From an optimization exercise on the open Yosys and OpenROAD flow, aimed at small area, a short achievable clock period and few clock cycles per item; shortcuts taken in it are not production practice.
Only simulation tests tie the RTL to the original design; equivalence was not proved.

==> flow/design.v, too long to show whole: its modules and the start of the top module <==
// module dsbs_sine_rom: 267 lines
// module dsbs_level_cs: 426 lines
// module dsbs_sine_cs: 517 lines
// module dsbs_acc_cs: 778 lines
// module dsbs_bank: 79 lines
// module damped_sine_bank_synth: 187 lines
module damped_sine_bank_synth (
    input  logic        aclk,
    input  logic        aresetn,
    input  logic        cfg_we,
    input  logic [3:0]  cfg_wdata,
    input  logic        s_tvalid,
    output logic        s_tready,
    input  logic [63:0] s_tdata,
    input  logic [0:0]  s_tuser,
    output logic        m_tvalid,
    input  logic        m_tready,
    output logic [23:0] m_tdata
);
  // ...
==> flow/run.sh <==
#!/bin/bash
# synth_recipe.tcl (not shown) runs the flow's synth.tcl, then flattens the netlist and writes it again
# the make line also repeats each setting of config.mk as NAME=value (left out here)
make -C /OpenROAD-flow-scripts/flow DESIGN_CONFIG=/design/flow/config.mk WORK_HOME=/design/flow/orfs CLKGATE_MAP_FILE= SYNTH_SCRIPT=/design/flow/synth_recipe.tcl finish
==> flow/config.mk <==
export PLATFORM = sky130hd
export DESIGN_NAME = damped_sine_bank_synth
export DESIGN_NICKNAME = damped_sine_bank_synth
export VERILOG_FILES = /design/flow/design.v
export SDC_FILE = /design/flow/constraint.sdc
export NUM_CORES = 4
export LEC_CHECK = 0
export ABC_AREA = 1
export CAP_MARGIN = 60
export CORE_MARGIN = 2
export CORE_UTILIZATION = 50
export SLEW_MARGIN = 60
export SYNTH_MEMORY_MAX_BITS = 32768
==> flow/constraint.sdc <==
create_clock -name core_clock -period 14.0 [get_ports {aclk}]
set_input_delay 2.8000 -clock core_clock [delete_from_list [all_inputs] [get_ports {aclk}]]
set_output_delay 2.8000 -clock core_clock [all_outputs]
set_load 0.01 [all_outputs]
==> flow_summary.yaml, run 1 <==
global_routing:
  grtUsageTotal: 0.338
  use_met3: 0.0723
status:
  status: "no timing/DRC/antenna violations"
layout:
  final_area_sq_mm: 0.173
  buffers: 462
  seq_cells: 2080
  final-clk-cell-share: 0.0444
  inverters: 4474
drt:
  wire_per_inst_um: 21.9
  wl_met2_um: 236000
  drc: 0
timing:
  whs_ps: 295
  slew_viol_final: 0
  fin_ws_ps: 9260
place:
  post-place-cells: 24400
  gp_congestion: 1.01
cts:
  clockBufferDepth: 4
  clk_pin_slew_ps: 60
  clk_latency_ps: 940
  cts_resized: 0
  cts_tree: "done"
  clock-root-buffer: "clkbuf_16"
  htree_levels: 4
setup_path:
  crit_path_max_incr_delay_ps: 580
  critPathCapture: "m_tdata[17]"
  slowest_stage: "clkdlybuf4s50_1"
synthesis:
  yosys-top-cells-count: "6,773 x nand2_1, 4,434 x inv_1, 2,212 x fa_1, 1,912 x dfxtp_1, 927 x nand3_1"
  async_flop_share: 0
  synth_top_family_by_area: "adder cells"
  synth_xor_area_frac: 0.00753
hold_path:
  whs_endpoint: "g_lane[2].u_lane.m_step[22]$_DFF_P_"
Testbench counts, summed over its fixed seeds: cycles 7,215, items 2,312.
==> run 2: changes to the inputs <==
--- a/flow/config.mk
+++ b/flow/config.mk
@@ -9,5 +9,7 @@
 export CAP_MARGIN = 60
 export CORE_MARGIN = 2
 export CORE_UTILIZATION = 50
+export CTS_CLUSTER_DIAMETER = 100
+export CTS_CLUSTER_SIZE = 30
 export SLEW_MARGIN = 60
 export SYNTH_MEMORY_MAX_BITS = 32768
==> flow_summary.yaml, run 2 <==
status:
  status: "no timing/DRC/antenna violations"
synthesis:
  synth.distinct_cells: 61
  synth.most_common_cell: "nand2_1"
  synth.area.top_cells: "fa_1 28%, dfxtp_1 24%, nand2_1 16%"
  synth_top_area_cell: "fa_1"
  async_flop_share: 0
  yosysSeqAreaShare: 0.272
  ys.flop_type: "dfxtp_1"
  avgSynthCellArea_sq_um: 7.71
  syn_area_sq_mm: 0.159
  synth-edff-count: 168
  syn_inst: 20700
  synth_top_area_frac: 0.278
  yosys-top-cells-count: "6,773 x nand2_1, 4,434 x inv_1, 2,212 x fa_1, 1,912 x dfxtp_1, 927 x nand3_1"
  synth_seq_cells: 2080
  yosys_warnings: 17
layout:
  drive_above_1_share: 0.0418
  mostFrequentLayoutCells: "6,762 x nand2_1, 4,414 x inv_1, 2,212 x fa_1"
  nFillCells: 30900
  final_common_cell: "nand2_1"
  area_growth_pct: 6.14
  largest_registers: "g_lane.u_lane.h_pa (155), g_lane.u_lane.h_pb (155)"
  postLayoutCoreUtil: 0.532
  nNetsFinal: 23100
  final_area_sq_mm: 0.169
place:
  place_hpwl_um: 405000
  gp_congestion: 1.01
  post-place-ws_ps: 8810
  port_buffers: 91
  placed_cell_area_sq_mm: 0.165
setup_path:
  crit_path_max_incr_delay_ps: 580
  crit_type: "flop to output port"
  worst-path-buf-inv: 1
  slowest_stage: "clkdlybuf4s50_1"
  cp_cell_sequence: "clkdlybuf4s50_1"
  critical_path.top_delay_family: "buffers and inverters"
  path_max_fanout: 1
  cp-start-kind: "flop"
  cp_data_arrival_time_ps: 1960
  critPathCaptureType: "output port"
  critical_path_required_ps: 11200
global_routing:
  grt_pass1_vias: 130000
  antenna_found_initial: 32
  grt_pass1_wl_um: 815000
  grtUsageTotal: 0.336
  grt_overflow_total: 0
  grt_max_degree: 73
die:
  rows: 207
  dieHeight_um: 568
  ios: 100
  start_util: 0.502
  dieWidth_um: 568
  die_area_sq_mm: 0.323
  core-area_sq_mm: 0.318
timing:
  whs_ps: 309
  max_freq_mhz: 210
  slew-limit-headroom: 0.548
  finalSetupViolCount: 0
  period_minus_slack_ps: 4760
  slew_viol_final: 0
  fin_ws_ps: 9240
  tns_ps: 0
  worst_pin_slew_ps: 677
  rsz0062_at_grt: "no"
  hold_viol: 0
  min_period_over_period: 0.340
  fin_worst_skew_ps: 106
job:
  drv_cap: 0
cts:
  clk_latency_ps: 930
  cts_num_sinks: 2080
  cts_resized: 0
  htree_levels: 3
  cts_tree: "done"
  clock-root-buffer: "clkbuf_16"
  post_cts_buffers: 0
  cts_buffers: 105
  clockBufferDepth: 4
  clk_pin_slew_ps: 110
  cts_hold_buf: 0
drt:
  wl_um: 541000
  drc: 0
  viasPerCell: 5.29
  via_count: 130000
  wire_per_inst_um: 22.0
  ant_nets: 0
  drt-initial-drc-count: 13800
  first_pass_iters: 7
hold_path:
  hp-class: "flop to flop"
-- run 2: changes by cell type in the layout (fill, tap and decap cells not counted), sizes merged --
| cell | delta |
|---|---|
| clkbuf | -192 |
| clkinv | -28 |
| bufinv | -19 |
| clkinvlp | -13 |
| inv | +7 |
-- run 2: through the flow --
stage / instances
5_1_grt: 24600
3_5_place_dp: 24400
3_3_place_gp: 24300
4_1_cts: 24500
2_1_floorplan: 20700
6_report: 24600
-- run 2: cell type report --
class,count,area [sq um],area share
multi-input cells,13200,95900,0.567
flip-flops and latches,2080,43500,0.257
inverters,4474,16800,0.0995
well taps,4180,5230,0.0309
repair buffers,462,3930,0.0233
clock buffers,115,2690,0.0159
clock inverters,47,883,0.00523
diodes,26,65.1,0.000385
-- run 2: kinds of logic after synthesis --
logic type,synth area share
AO/OA/AOI/OAI,0.0515
XOR/XNOR,0.00753
adder cells (fa/ha/maj),0.320
buffers and inverters,0.129
flip-flops,0.272
multiplexers,0.0000629
other,0.0000235
AND/OR/NAND/NOR,0.220
-- run 2: path summary, 6_finish.rpt --
kind | slack, ps | end | depth (start not counted) | start
worst max-delay path | 9240 | m_tdata[17] | 1 | hd[17]$_DFFE_PP_
worst min-delay path | 310 | g_lane[1].u_lane.h_decay[9]$_DFF_P_ | 0 | g_lane[1].u_lane.m_decay[9]$_DFF_P_
worst max register to register | 9810 | acc_b[16]$_DFF_P_ | 13 | ppos[0]$_SDFF_PP0_
worst min register to register | 310 | g_lane[1].u_lane.h_decay[9]$_DFF_P_ | 0 | g_lane[1].u_lane.m_decay[9]$_DFF_P_
-- run 2: per-layer routing --
metal,GRT usage,share of wire,vias to the layer above,wire [um]
met1,0.465,0.42,63100,227000
met4,0.140,0.048,12,25900
met2,0.513,0.43,5874,235000
met3,0.0674,0.097,1094,52400
li1,-,-,60000,-
met5,0,0.00013,-,69
==> run 3: changes to the inputs <==
--- a/flow/config.mk
+++ b/flow/config.mk
@@ -6,10 +6,8 @@
 export NUM_CORES = 4
 export LEC_CHECK = 0
 export ABC_AREA = 1
-export CAP_MARGIN = 60
+export CAP_MARGIN = 40
 export CORE_MARGIN = 2
 export CORE_UTILIZATION = 50
-export CTS_CLUSTER_DIAMETER = 100
-export CTS_CLUSTER_SIZE = 30
-export SLEW_MARGIN = 60
+export SLEW_MARGIN = 40
 export SYNTH_MEMORY_MAX_BITS = 32768
==> flow_summary.yaml, run 3 <==
global_routing:
  grt_overflow_total: 0
  grt_pass1_wl_um: 818000
  grt_max_degree: 73
  grtUsageTotal: 0.337
  grt_pass1_vias: 131000
  antenna_found_initial: 45
timing:
  period_minus_slack_ps: 4730
  hold_viol: 0
  worst_pin_slew_ps: 929
  finalSetupViolCount: 0
  min_period_over_period: 0.338
  tns_ps: 0
  slew-limit-headroom: 0.378
  fin_worst_skew_ps: 83.8
  whs_ps: 280
  slew_viol_final: 0
  max_freq_mhz: 211
  rsz0062_at_grt: "no"
cts:
  cts_num_sinks: 2080
  htree_levels: 4
  post_cts_buffers: 0
  clk_latency_ps: 940
  clockBufferDepth: 4
  clk_pin_slew_ps: 60
  cts_buffers: 223
  clock-root-buffer: "clkbuf_16"
  cts_resized: 0
  cts_hold_buf: 0
  cts_tree: "done"
die:
  dieHeight_um: 568
  dieWidth_um: 568
  rows: 207
  core-area_sq_mm: 0.318
  start_util: 0.502
  die_area_sq_mm: 0.323
  ios: 100
setup_path:
  critical_path_required_ps: 11200
  cp_data_arrival_time_ps: 1930
  slowest_stage: "clkdlybuf4s50_1"
  path_max_fanout: 1
  crit_path_max_incr_delay_ps: 580
  crit_path_start: "hd[18]$_DFFE_PP_"
  critical_path.top_delay_family: "buffers and inverters"
  cp-start-kind: "flop"
  cp_cell_sequence: "clkdlybuf4s50_1"
  critPathCaptureType: "output port"
  crit_type: "flop to output port"
  worst-path-buf-inv: 1
  r2r-start: "ppos[0]$_SDFF_PP0_"
synthesis:
  avgSynthCellArea_sq_um: 7.71
  syn_inst: 20700
  synth-edff-count: 168
  ys.flop_type: "dfxtp_1"
  synth.most_common_cell: "nand2_1"
  yosysSeqAreaShare: 0.272
  synth_top_area_cell: "fa_1"
  async_flop_share: 0
  yosys-top-cells-count: "6,773 x nand2_1, 4,434 x inv_1, 2,212 x fa_1, 1,912 x dfxtp_1, 927 x nand3_1"
  synth_top_area_frac: 0.278
  yosys_warnings: 17
  syn_area_sq_mm: 0.159
  synth.distinct_cells: 61
  synth_seq_cells: 2080
  synth.area.top_cells: "fa_1 28%, dfxtp_1 24%, nand2_1 16%"
status:
  status: "no timing/DRC/antenna violations"
layout:
  drive_above_1_share: 0.0448
  nNetsFinal: 23200
  largest_registers: "g_lane.u_lane.h_pa (155), g_lane.u_lane.h_pb (155)"
  final_area_sq_mm: 0.173
  mostFrequentLayoutCells: "6,771 x nand2_1, 4,427 x inv_1, 2,212 x fa_1"
  final_common_cell: "nand2_1"
  area_growth_pct: 8.33
drt:
  drc: 0
  via_count: 131000
  drt-initial-drc-count: 13800
  viasPerCell: 5.28
  ant_nets: 0
  first_pass_iters: 9
  wire_per_inst_um: 21.9
  wl_um: 544000
place:
  placed_cell_area_sq_mm: 0.164
  place_hpwl_um: 403000
  port_buffers: 91
  gp_congestion: 1.01
hold_path:
  hp-start: "g_lane[2].u_lane.t_phase[15]$_DFF_P_"
  hp-class: "flop to flop"
job:
  drv_cap: 0
-- run 3: per-stage QoR --
step | util | instances | setup slack (ps)
global route | 0.543 | 24800 | 9220
finish | 0.543 | 24800 | 9270
CTS | 0.543 | 24800 | 9190
floorplan | - | 20700 | 6950
global placement | 0.517 | 24300 | 8850
detailed placement | 0.518 | 24300 | 8820
-- run 3: final timing paths --
check / end / slack, ps / cells past startpoint
max reg2reg: acc_b[16]$_DFF_P_ / 9420 / 13
min: g_lane[2].u_lane.m_phase[15]$_DFF_P_ / 280 / 0
min reg2reg: g_lane[2].u_lane.m_phase[15]$_DFF_P_ / 280 / 0
max: m_tdata[18] / 9270 / 1
-- run 3: logic make-up (layout without fill, tap and decap cells) --
kind of cell / count (synthesis) / after routing / share of synthesized area
flip-flops: 2080 / 2080 / 0.272
AND/OR/NAND/NOR: 8823 / 8823 / 0.220
multiplexers: 1 / 1 / 0.0000629
adder cells (fa/ha/maj): 2751 / 2751 / 0.320
AO/OA/AOI/OAI: 1472 / 1472 / 0.0515
buffers and inverters: 5391 / 5308 / 0.129
XOR/XNOR: 137 / 137 / 0.00753
other: 1 / 48 / 0.0000235
-- run 3: area by class of cell --
cell class | instances | area [sq um]
inverters | 4474 | 16800
well taps | 4180 | 5230
clock inverters | 113 | 1450
multi-input cells | 13200 | 95700
diodes | 44 | 110
clock buffers | 297 | 6380
flip-flops and latches | 2080 | 43400
repair buffers | 424 | 3460
fillers | 30500 | 145000
-- run 3: routing by layer --
| metal | up-vias | routed length [um] | track usage |
|---|---|---|---|
| li1 | 60300 | - | - |
| met1 | 63500 | 229000 | 0.466 |
| met2 | 5949 | 237000 | 0.513 |
| met3 | 1237 | 51800 | 0.0699 |
| met4 | 14 | 26000 | 0.145 |
| met5 | - | 91 | 0 |

separate check: timing with driven ports:
No port has a modelled driver above. Below, the same layouts with a new extraction and two added sets of constraints. Step 1 assumes that a clkbuf_16 drives the clock port and a buf_2 every other input. Step 2 times the ports against the registers' clock, not the clock port: input delays grow and output delays shrink by t, the midpoint of the rising clock arrivals with the driver on. a / b / c = no drivers / after step 1 / after step 2; a / b = the first two.
run | t (ns) | setup slack, ns | worst hold slack (ns) | cell pins on the clock port's net
run 1 | 1.003 | 9.262 / 9.154 / 8.891 | 0.295 / 0.295 / 0.295 | 1
run 2 | 0.983 | 9.244 / 9.137 / 8.896 | 0.309 / 0.309 / 0.309 | 1
run 3 | 1.012 | 9.270 / 9.161 / 8.830 | 0.280 / 0.280 / 0.280 | 1
After both steps every run listed still meets setup and hold. The setup slack of run 3, which loses most, moves by -0.109 ns with the drivers and by -0.440 ns with both steps.
